Background: an optimization exercise with open tools, aiming at small area, a short achievable clock period and few clock cycles. Do not read the settings as production practice. At most, simulation tests tie the RTL to the original design; equivalence was not proved. Power is estimated from default activity; no workload was simulated.

==> flow/design.v (excerpt) <==
module instruction_hazard_detector_top (
   input  wire logic                       clock,
   input  wire logic                       reset,
   input  wire logic                       req_valid,
   output logic                            req_stall,
   input  wire logic                       req_start_program,
   input  wire logic [hdc_pkg::REG_W-1:0]  req_dest_reg,
   input  wire logic                       req_dest_present,
   input  wire logic [hdc_pkg::REG_W-1:0]  req_src_a_reg,
   input  wire logic                       req_src_a_present,
   input  wire logic [hdc_pkg::REG_W-1:0]  req_src_b_reg,
   input  wire logic                       req_src_b_present,
   output logic                            rsp_valid,
   input  wire logic                       rsp_stall,
   output logic [hdc_pkg::KIND_W-1:0]      rsp_dep_kind,
   output logic [hdc_pkg::OIDX_W-1:0]      rsp_earlier_index,
   output logic [hdc_pkg::OIDX_W-1:0]      rsp_later_index,
   output logic [hdc_pkg::REG_W-1:0]       rsp_shared_reg,
   output logic                            rsp_last_result
);
   localparam int D  = hdc_pkg::WINDOW_DEPTH;
   localparam int N  = 3 * D;
  ...
Size: ~2000 cells after synthesis, roughly 490 flip-flops, about 42 I/O pins, ~24000 µm² of cells after synthesis.
export LEC_CHECK = 0
export ABC_CLOCK_PERIOD_IN_PS = 2000
export CAP_MARGIN = 20
export CORE_MARGIN = 2
export CORE_UTILIZATION = 40
export SETUP_SLACK_MARGIN = 2.5
export SLEW_MARGIN = 20
create_clock -name core_clock -period 4.5 [get_ports {clock}]
run.sh (not shown) runs the stock make flow with config.mk's settings and CLKGATE_MAP_FILE= SYNTH_SCRIPT=/design/flow/synth_recipe.tcl, a recipe that flattens the netlist after the stock synthesis.
The baseline completed without violations.
Next try:
Settings changed: TNS_END_PERCENT from default to 0.
Effect: Worst setup slack loses 4.8 ps. Sequential power hardly moves. Wire length shrinks by 7.6%. Critical path depth shrinks by 1. Die area stays the same. Core utilization shrinks by 4.5 points. Count of clock-buffer cells in the layout shrinks by 5.
No functional check of the RTL was part of any run of this note.

========
instruction_hazard_detector_top, a different RTL version from the one above (not shown whole).
For scale: ~1900 cells after synthesis, about 460 flip-flops, roughly 0.023 sq mm of cells after synthesis.
clock: 4.5 ns
lec_check: 0
abc_clock_period_in_ps: 2100
cap_margin: 20
core_margin: 2
core_utilization: 40
setup_slack_margin: 2.4
slew_margin: 20
The first run finished with timing, DRC and antenna clean.
Then changed:
--- a/flow/config.mk
+++ b/flow/config.mk
@@ -6,8 +6,8 @@
 export NUM_CORES = 4
 export LEC_CHECK = 0
-export ABC_CLOCK_PERIOD_IN_PS = 2100
+export ABC_CLOCK_PERIOD_IN_PS = 1800
 export CAP_MARGIN = 20
 export CORE_MARGIN = 2
 export CORE_UTILIZATION = 40
-export SETUP_SLACK_MARGIN = 2.4
+export SETUP_SLACK_MARGIN = 2.7
 export SLEW_MARGIN = 20
Effect: Total power came out higher by 3.5%. Global-route usage is higher by 1.4 points. Core utilization goes up by 3.5 points. Clock power is higher by 6.0%. Cell area grows by 6.9%.
Function was not checked in any run of this note: the RTL went through the layout flow alone.

========
job 3743:
Another version of the RTL of instruction_hazard_detector_top (not shown whole).
Size: ~370 flip-flops.
Design instruction_hazard_detector_top, start of the top module:
module instruction_hazard_detector_top (
   input  wire logic                       clock,
   input  wire logic                       reset,
   input  wire logic                       req_valid,
   output logic                            req_stall,
   input  wire logic                       req_start_program,
   input  wire logic [hdc_pkg::REG_W-1:0]  req_dest_reg,
   input  wire logic                       req_dest_present,
   input  wire logic [hdc_pkg::REG_W-1:0]  req_src_a_reg,
   input  wire logic                       req_src_a_present,
   input  wire logic [hdc_pkg::REG_W-1:0]  req_src_b_reg,
   input  wire logic                       req_src_b_present,
   output logic                            rsp_valid,
   input  wire logic                       rsp_stall,
   output logic [hdc_pkg::KIND_W-1:0]      rsp_dep_kind,
   output logic [hdc_pkg::OIDX_W-1:0]      rsp_earlier_index,
   output logic [hdc_pkg::OIDX_W-1:0]      rsp_later_index,
   output logic [hdc_pkg::REG_W-1:0]       rsp_shared_reg,
   output logic                            rsp_last_result
);
make LEC_CHECK=0 ABC_CLOCK_PERIOD_IN_PS=2200 CAP_MARGIN=20 CORE_MARGIN=2 CORE_UTILIZATION=40 CTS_BUF_LIST='sky130_fd_sc_hd__clkbuf_4 sky130_fd_sc_hd__clkbuf_8' CTS_CLUSTER_SIZE=30 SETUP_SLACK_MARGIN=2.2 SLEW_MARGIN=20 finish   # period 4.5 ns
Testbench counts of job 3743, summed over its fixed seeds: cycles 6,807.
Inputs modified between job 3743 and job 8928:
Settings: CTS_CLUSTER_SIZE no longer set, was 30; TNS_END_PERCENT now 0, previously not set; CORE_UTILIZATION now 60, was 40; CTS_BUF_LIST no longer set, was sky130_fd_sc_hd__clkbuf_4 sky130_fd_sc_hd__clkbuf_8.
Notes after the runs:
shreg_ff[4]$_SDFFCE_PP0P_ as the last element of the critical path was reported by job 3743, and shreg_ff[1]$_SDFFCE_PP0P_ by job 8928. met2 track demand over resource was higher in the run labelled job 8928. Reported for job 8928 and job 3743, number of register bits inferred by synthesis turned out identical to the last digit. Comparing job 8928 and job 3743, the higher net switching power is on job 8928. Going from job 3743 to job 8928, the starting density of the core was found to have gone up by 20 points. Job 8928 against job 3743: total area of sequential cells did not really move; utilization after layout went up; count of multi-input gates did not really move. The combinational share of power of job 8928 exceeds that of job 3743 by 1.0 points. Compared with job 3743, routed wire length in job 8928 increased by a few percent. Against job 3743 as the reference, job 8928 delivers a higher relative contribution of the clock network to total power.
Input-level comparison between job 5036 and job 8928:
Settings: removing TNS_END_PERCENT (formerly 0); changing CORE_UTILIZATION from 60 to 40.
[summary]
The power density normalized to cell area number comes out higher for job 8928 vs job 5036.
Job 8928 ended up with fewer cell instances than job 5036 did.
Switching share of total power (higher): job 5036
Job 5036 ended up with a lower longest individual stage delay on the worst path than job 8928 did.
| number of buffers and inverters on the critical path | lower: job 8928 |
Summary of job 5036 over job 8928: worst-case setup margin in the final layout shrank by 0.017 ns, total power shows a reduction of about 3.6%, portion of the layout cell area used by clock cells went down by 0.26 points, part of the power in registers up 1.8 points, share of the final layout cell area in multi-input gates up 0.33 points.
Comparing job 5036 and job 8928, the higher core utilization was measured on job 8928.
The following lists how job 4477 was set up differently from job 5036:
Settings: SETUP_SLACK_MARGIN: 2.2 -> unset; ABC_CLOCK_PERIOD_IN_PS: 2200 -> unset.
Notes after the runs:
Time the worst path needs with I/O delays and setup in job 4477 vs job 5036: up 0.92 ns. Est. power | job 4477 vs job 5036 | job 4477 lower. Multi-input combinational cell area went down by more than 10% going from job 5036 to job 4477. On first-iteration DRC count: between job 4477 and job 5036, it ends up lower for job 4477. Lower met2 usage in global routing goes to job 4477 over job 5036.
## Diff of input files: job 3887 against job 4477
Settings: an added ABC_CLOCK_PERIOD_IN_PS of 2200; a change of CORE_UTILIZATION from 40 to 60; an added SETUP_SLACK_MARGIN of 2.2.
Notes after the runs:
- Job 3887 completed every stage of the flow, and the final layout passed the timing, design-rule and antenna checks.
- Area added between synthesis and finish sits higher in job 3887 than in job 4477.
- Job 3887: data arrival at the endpoint of the critical path lower than job 4477
- On routed wire length, the lower figure sits with job 4477, not job 3887.
- Diff job 4477 and job 3887: sequential share of layout area lower in job 3887
- Job 3887 vs. job 4477: depth of the worst register-to-register path lost 2, via count picked up an extra 1,509, global routing met1 resource utilization picked up an extra 17 points, tap cell instance count lost 33%.
Input-level comparison between job 678 and job 3887:
Settings: changing SETUP_SLACK_MARGIN from 2.2 to 1.5; changing CORE_UTILIZATION from 60 to 40; removing ABC_CLOCK_PERIOD_IN_PS (formerly 2200).
Findings:
- Placed instance area of job 678 exceeds that of job 3887 slightly.
- Worst hold slack was lower in the run labelled job 678.
- Delta(sum of routed wire length over all layers, job 678 - job 3887) < 0
- Job 678: placer congestion estimate lower than job 3887
- The run showing the greater chip height is job 678.

========
Another version of the RTL of instruction_hazard_detector_top (not shown whole).
For scale: ~42 I/O pins, about 22,000 um2 of cells after synthesis.
// instruction_hazard_detector_top
module instruction_hazard_detector_top (
   input  wire logic                       clock,
   input  wire logic                       reset,
   input  wire logic                       req_valid,
   output logic                            req_stall,
   input  wire logic                       req_start_program,
   input  wire logic [hdc_pkg::REG_W-1:0]  req_dest_reg,
   input  wire logic                       req_dest_present,
   input  wire logic [hdc_pkg::REG_W-1:0]  req_src_a_reg,
   input  wire logic                       req_src_a_present,
   input  wire logic [hdc_pkg::REG_W-1:0]  req_src_b_reg,
   input  wire logic                       req_src_b_present,
   output logic                            rsp_valid,
   input  wire logic                       rsp_stall,
   output logic [hdc_pkg::KIND_W-1:0]      rsp_dep_kind,
   output logic [hdc_pkg::OIDX_W-1:0]      rsp_earlier_index,
   output logic [hdc_pkg::OIDX_W-1:0]      rsp_later_index,
   output logic [hdc_pkg::REG_W-1:0]       rsp_shared_reg,
   output logic                            rsp_last_result
);
clock: 4.5 ns
lec_check: 0
abc_clock_period_in_ps: 2000
cap_margin: 20
core_margin: 2
core_utilization: 60
cts_cluster_diameter: 100
cts_cluster_size: 25
setup_slack_margin: 2.5
slew_margin: 20
tns_end_percent: 20
The starting point produced a clean layout.
Testbench counts at the start, summed over its fixed seeds: cycles 6,815.
Next try:
Settings changed: CORE_UTILIZATION 60 to 50, TNS_END_PERCENT 20 to 0.
The changed run completed without violations.
Final cell count grows by a few percent.
Routed wire length is about the same.
Hold slack improved by 0.0040 ns.
Clock power is about the same.
Setup slack got worse by 0.0089 ns.
Synthesized area stays the same.
Core utilization shrinks by 13 points.
Power shrinks slightly.

========
run A:
instruction_hazard_detector_top, a different RTL version from the one above (not shown whole).
For scale: roughly 1900 cells after synthesis, ~42 I/O pins, ~23000 um2 of cells after synthesis.
## instruction_hazard_detector_top
module instruction_hazard_detector_top (
   input  wire logic                       clock,
   input  wire logic                       reset,
   input  wire logic                       req_valid,
   output logic                            req_stall,
   input  wire logic                       req_start_program,
   input  wire logic [hdc_pkg::REG_W-1:0]  req_dest_reg,
   input  wire logic                       req_dest_present,
   input  wire logic [hdc_pkg::REG_W-1:0]  req_src_a_reg,
   input  wire logic                       req_src_a_present,
   input  wire logic [hdc_pkg::REG_W-1:0]  req_src_b_reg,
   input  wire logic                       req_src_b_present,
   output logic                            rsp_valid,
   input  wire logic                       rsp_stall,
   output logic [hdc_pkg::KIND_W-1:0]      rsp_dep_kind,
   output logic [hdc_pkg::OIDX_W-1:0]      rsp_earlier_index,
   output logic [hdc_pkg::OIDX_W-1:0]      rsp_later_index,
   output logic [hdc_pkg::REG_W-1:0]       rsp_shared_reg,
   output logic                            rsp_last_result
);
   localparam int D  = hdc_pkg::WINDOW_DEPTH;
   localparam int N  = 3 * D;
   localparam int RW = hdc_pkg::KIND_W + 2 * hdc_pkg::OIDX_W + hdc_pkg::REG_W + 1;
   logic [hdc_pkg::COUNT_W-1:0] count_ff, count_in;
   logic                        qv_ff, qv_in;
   logic [N-1:0]                qhits_ff, qhits_in;
   logic                        qfull_ff, qfull_in;
   logic [hdc_pkg::REG_W-1:0]   qdst_ff, qdst_in;
   logic [hdc_pkg::IDX_W-1:0]   qlater_ff, qlater_in;
   logic [N-1:0]                pend_ff, pend_in;
   logic [D-1:0]                pany_ff, pany_in;      
   logic [D-1:0]                sel_ff, sel_in;        
   logic                        fullk_ff, fullk_in;    
   logic [hdc_pkg::REG_W-1:0]   cdst_ff, cdst_in;
   logic [hdc_pkg::IDX_W-1:0]   later_ff, later_in;
   logic                        busy_ff, busy_in;      
   logic                        single_ff, single_in;  
  ...
Settings: LEC_CHECK=0, ABC_CLOCK_PERIOD_IN_PS=1700, CAP_MARGIN=20, CORE_MARGIN=2, CORE_UTILIZATION=50, SETUP_SLACK_MARGIN=3.0, SLEW_MARGIN=20, TNS_END_PERCENT=0; clock period 4.5 ns.
Run A ended with every stage complete and zero timing, DRC or antenna violations.
Testbench counts of run A, summed over its fixed seeds: cycles 6,815.
Changes in run B relative to run A:
# run A
export LEC_CHECK = 0
export ABC_CLOCK_PERIOD_IN_PS = 1700
export CAP_MARGIN = 20
export CORE_MARGIN = 2
export CORE_UTILIZATION = 50
export SETUP_SLACK_MARGIN = 3.0
export SLEW_MARGIN = 20
export TNS_END_PERCENT = 0
create_clock -name core_clock -period 4.5 [get_ports {clock}]
# run B
export LEC_CHECK = 0
export ABC_AREA = 1
export CAP_MARGIN = 20
export CORE_MARGIN = 2
export CORE_UTILIZATION = 50
export SETUP_SLACK_MARGIN = 2.5
export SLEW_MARGIN = 20
export TNS_END_PERCENT = 0
create_clock -name core_clock -period 4.5 [get_ports {clock}]
Notes after the runs:
Compared with run A, run B shows a proportion of power drawn by flip-flops and latches that is 2.8 points lower. Run B vs run A, capturing element of the worst setup path: qhits_ff[3] vs head_ff[4]. Delta (run B minus run A): synthesized net count up 465, clock edge transition at the registers on the reported setup and hold paths flat, final net count up 403, fmax down 1.4%. | simple-gate share of the synthesized area | run B vs run A | 2.4 points higher |. Run B ended up with a higher number of multi-input combinational cells in the layout than run A did.
Modified inputs, run C compared to run B
# run B
export LEC_CHECK = 0
export ABC_AREA = 1
export CAP_MARGIN = 20
export CORE_MARGIN = 2
export CORE_UTILIZATION = 50
export SETUP_SLACK_MARGIN = 2.5
export SLEW_MARGIN = 20
export TNS_END_PERCENT = 0
create_clock -name core_clock -period 4.5 [get_ports {clock}]
# run C
export LEC_CHECK = 0
export ABC_CLOCK_PERIOD_IN_PS = 2000
export CAP_MARGIN = 20
export CORE_MARGIN = 2
export CORE_UTILIZATION = 50
export CTS_CLUSTER_DIAMETER = 100
export CTS_CLUSTER_SIZE = 25
export SETUP_SLACK_MARGIN = 2.5
export SLEW_MARGIN = 20
export TNS_END_PERCENT = 0
create_clock -name core_clock -period 4.5 [get_ports {clock}]
Met3 usage: higher on run C. Going from run B to run C, count of nets after finishing went down, required time of the critical path has decreased, wire length of the first global-routing pass decreased about 6%, cell count after placement -458, mean cell area of the mapped netlist up about 20%. | routed wire length | run C vs run B | better |. Path type of the worst setup path = input pin to flop: run B; path type of the worst setup path = flop to flop: run C.
Edits applied to the flow inputs when going from run C to run D:
# run C
export LEC_CHECK = 0
export ABC_CLOCK_PERIOD_IN_PS = 2000
export CAP_MARGIN = 20
export CORE_MARGIN = 2
export CORE_UTILIZATION = 50
export CTS_CLUSTER_DIAMETER = 100
export CTS_CLUSTER_SIZE = 25
export SETUP_SLACK_MARGIN = 2.5
export SLEW_MARGIN = 20
export TNS_END_PERCENT = 0
create_clock -name core_clock -period 4.5 [get_ports {clock}]
# run D
export LEC_CHECK = 0
export ABC_CLOCK_PERIOD_IN_PS = 2000
export CAP_MARGIN = 20
export CORE_MARGIN = 2
export CORE_UTILIZATION = 50
export SETUP_SLACK_MARGIN = 2.5
export SLEW_MARGIN = 20
export TNS_END_PERCENT = 0
create_clock -name core_clock -period 4.5 [get_ports {clock}]
## What came out
Summary of run D over run C: worst-case setup margin in the final layout -0.0036 ns; cell area +900 um2.
Lower non-clock buffer count goes to run C over run D.
Per the comparison of run D with run C, quantity of gates resized following cts went up by about 17%, vias after detailed routing went up by about 2.2%, number of fill cells went down 88, proportion of power drawn by the clock network higher, non-filler instance count after layout climbed 53.
Delta (run D minus run C): path depth of the worst reg2reg path now sits lower, combinational group share of total power lost 1.5 points, overall track demand over capacity in global routing went up by 0.51 points.

========
Setup of red:
RTL: one of the versions met above, not the one the previous note started from.
For scale: ~1,800 cells after synthesis, ~450 flip-flops, ~42 I/O pins.
clock: 4.5 ns
lec_check: 0
abc_clock_period_in_ps: 2400
cap_margin: 20
core_margin: 2
core_utilization: 60
cts_cluster_diameter: 100
cts_cluster_size: 25
setup_slack_margin: 2.1
slew_margin: 20
tns_end_percent: 0
Testbench counts of red, summed over its fixed seeds: cycles 6,815.
Setup changes, red to blue
- CORE_UTILIZATION changed from 60 to 70
- SETUP_SLACK_MARGIN changed from 2.1 to 2.5
- ABC_CLOCK_PERIOD_IN_PS changed from 2400 to 2000
Notes after the runs:
blue vs. red: relative area change from synthesis to final layout dropped 0.54 points, wire length saw a decrease, data arrival time of the critical path increased 1200 ps, number of global-route vias before repair +about 2.5%.
Input-level comparison between green and blue:
- CORE_UTILIZATION now 60, was 70
==> flow/flow/run.sh (new file) <==
#!/bin/bash
# The standard layout, with the resizer free to change a cell's footprint when it
# repairs timing (the platform's default keeps each cell's footprint).
set -euo pipefail
bash standard.sh MATCH_CELL_FOOTPRINT=0 finish > make_finish.log 2>&1
==> flow/standard.sh (new file) <==
#!/bin/bash
# synth_recipe.tcl (not shown) runs the flow's synth.tcl, then flattens the netlist and writes it again
# the make line also repeats each setting of config.mk as NAME=value (left out here)
make -C /OpenROAD-flow-scripts/flow DESIGN_CONFIG=/design/flow/config.mk WORK_HOME=/design/flow/orfs CLKGATE_MAP_FILE= SYNTH_SCRIPT=/design/flow/synth_recipe.tcl "${@:-finish}"
removed: flow/run.sh
[summary]
Between blue and green, the total power figures differ only marginally.
Of the two values seen for type of the worst setup path, input port to flip-flop was produced by blue and flip-flop to flip-flop by green.
Comparing green with blue, the power share of the combinational group came out essentially unchanged.
Compared with blue, number of standard-cell rows in the floorplan in green increased by a little under 10%.
#### Input delta (orange over green)
==> flow/run.sh (new file) <==
#!/bin/bash
# synth_recipe.tcl (not shown) runs the flow's synth.tcl, then flattens the netlist and writes it again
# the make line also repeats each setting of config.mk as NAME=value (left out here)
make -C /OpenROAD-flow-scripts/flow DESIGN_CONFIG=/design/flow/config.mk WORK_HOME=/design/flow/orfs CLKGATE_MAP_FILE= SYNTH_SCRIPT=/design/flow/synth_recipe.tcl finish
removed: flow/flow/run.sh
removed: flow/standard.sh
==> run notes <==
Compared with green, in orange met3 global-route usage about even, detailed-route wire length did not really move, internal power summed over all cells now sits at about the same level, post-detailed-route via-to-cell ratio did not really move.

## separate check: timing with driven ports
In the flow no input, the clock included, has a driving cell. The finished layouts below were timed again as built, in two steps.
Step 1 assumes that a clkbuf_16 drives the clock port and a buf_2 every other input.
Step 2 times the ports against the registers' clock, not the clock port: input delays grow and output delays shrink by t, the midpoint of the rising clock arrivals with the driver on.
Three values: ideal, step 1, step 2; two values: the first two.
| run | t (ns) | slack for setup (ns) | worst setup path after step 2 | worst data-port slew with drivers (ns) | pins driven straight from the clock port |
|---|---|---|---|---|---|
| the first run of note 1 | 0.675 | 1.892 / 1.892 / 1.535 | input to register | 0.11 | 1 |
| the second run of note 1 | 0.659 | 1.888 / 1.888 / 1.354 | input to register | 0.08 | 1 |
| the first run of note 2 | 0.650 | 1.774 / 1.774 / 1.550 | input to register | 0.12 | 1 |
| the second run of note 2 | 0.661 | 1.712 / 1.712 / 1.572 | input to register | 0.25 | 1 |
| job 3743 | 0.706 | 1.665 / 1.665 / 1.022 | input to register | 0.08 | 1 |
| job 8928 | 0.633 | 1.720 / 1.646 / 1.013 | input to register | 0.19 | 1 |
| job 5036 | 0.639 | 1.703 / 1.699 / 1.059 | input to register | 0.11 | 1 |
| job 4477 | 0.623 | 0.783 / 0.783 / 0.325 | input to register | 0.04 | 1 |
| job 3887 | 0.617 | 1.684 / 1.621 / 1.005 | input to register | 0.24 | 1 |
| job 678 | 0.639 | 1.530 / 1.548 / 0.909 | input to register | 0.06 | 1 |
| the first run of note 4 | 0.615 | 2.044 / 1.991 / 1.526 | input to register | 0.07 | 1 |
| the second run of note 4 | 0.633 | 2.036 / 2.018 / 1.513 | input to register | 0.05 | 1 |
| run A | 0.657 | 2.107 / 2.102 / 1.540 | input to register | 0.06 | 1 |
| run B | 0.654 | 2.074 / 2.094 / 1.456 | input to register | 0.06 | 1 |
| run C | 0.630 | 2.111 / 2.103 / 1.567 | input to register | 0.06 | 1 |
| run D | 0.657 | 2.107 / 2.102 / 1.540 | input to register | 0.06 | 1 |
| red | 0.605 | 2.007 / 1.966 / 1.533 | input to register | 0.05 | 1 |
| blue | 0.608 | 2.019 / 1.967 / 1.437 | input to register | 0.05 | 1 |
| green | 0.603 | 2.056 / 2.038 / 1.485 | input to register | 0.05 | 1 |
| orange | 0.603 | 2.060 / 2.037 / 1.491 | input to register | 0.05 | 1 |
After both steps every run listed still meets setup and hold. The setup slack of job 8928, which loses most, moves by -0.074 ns with the drivers and by -0.707 ns with both steps.
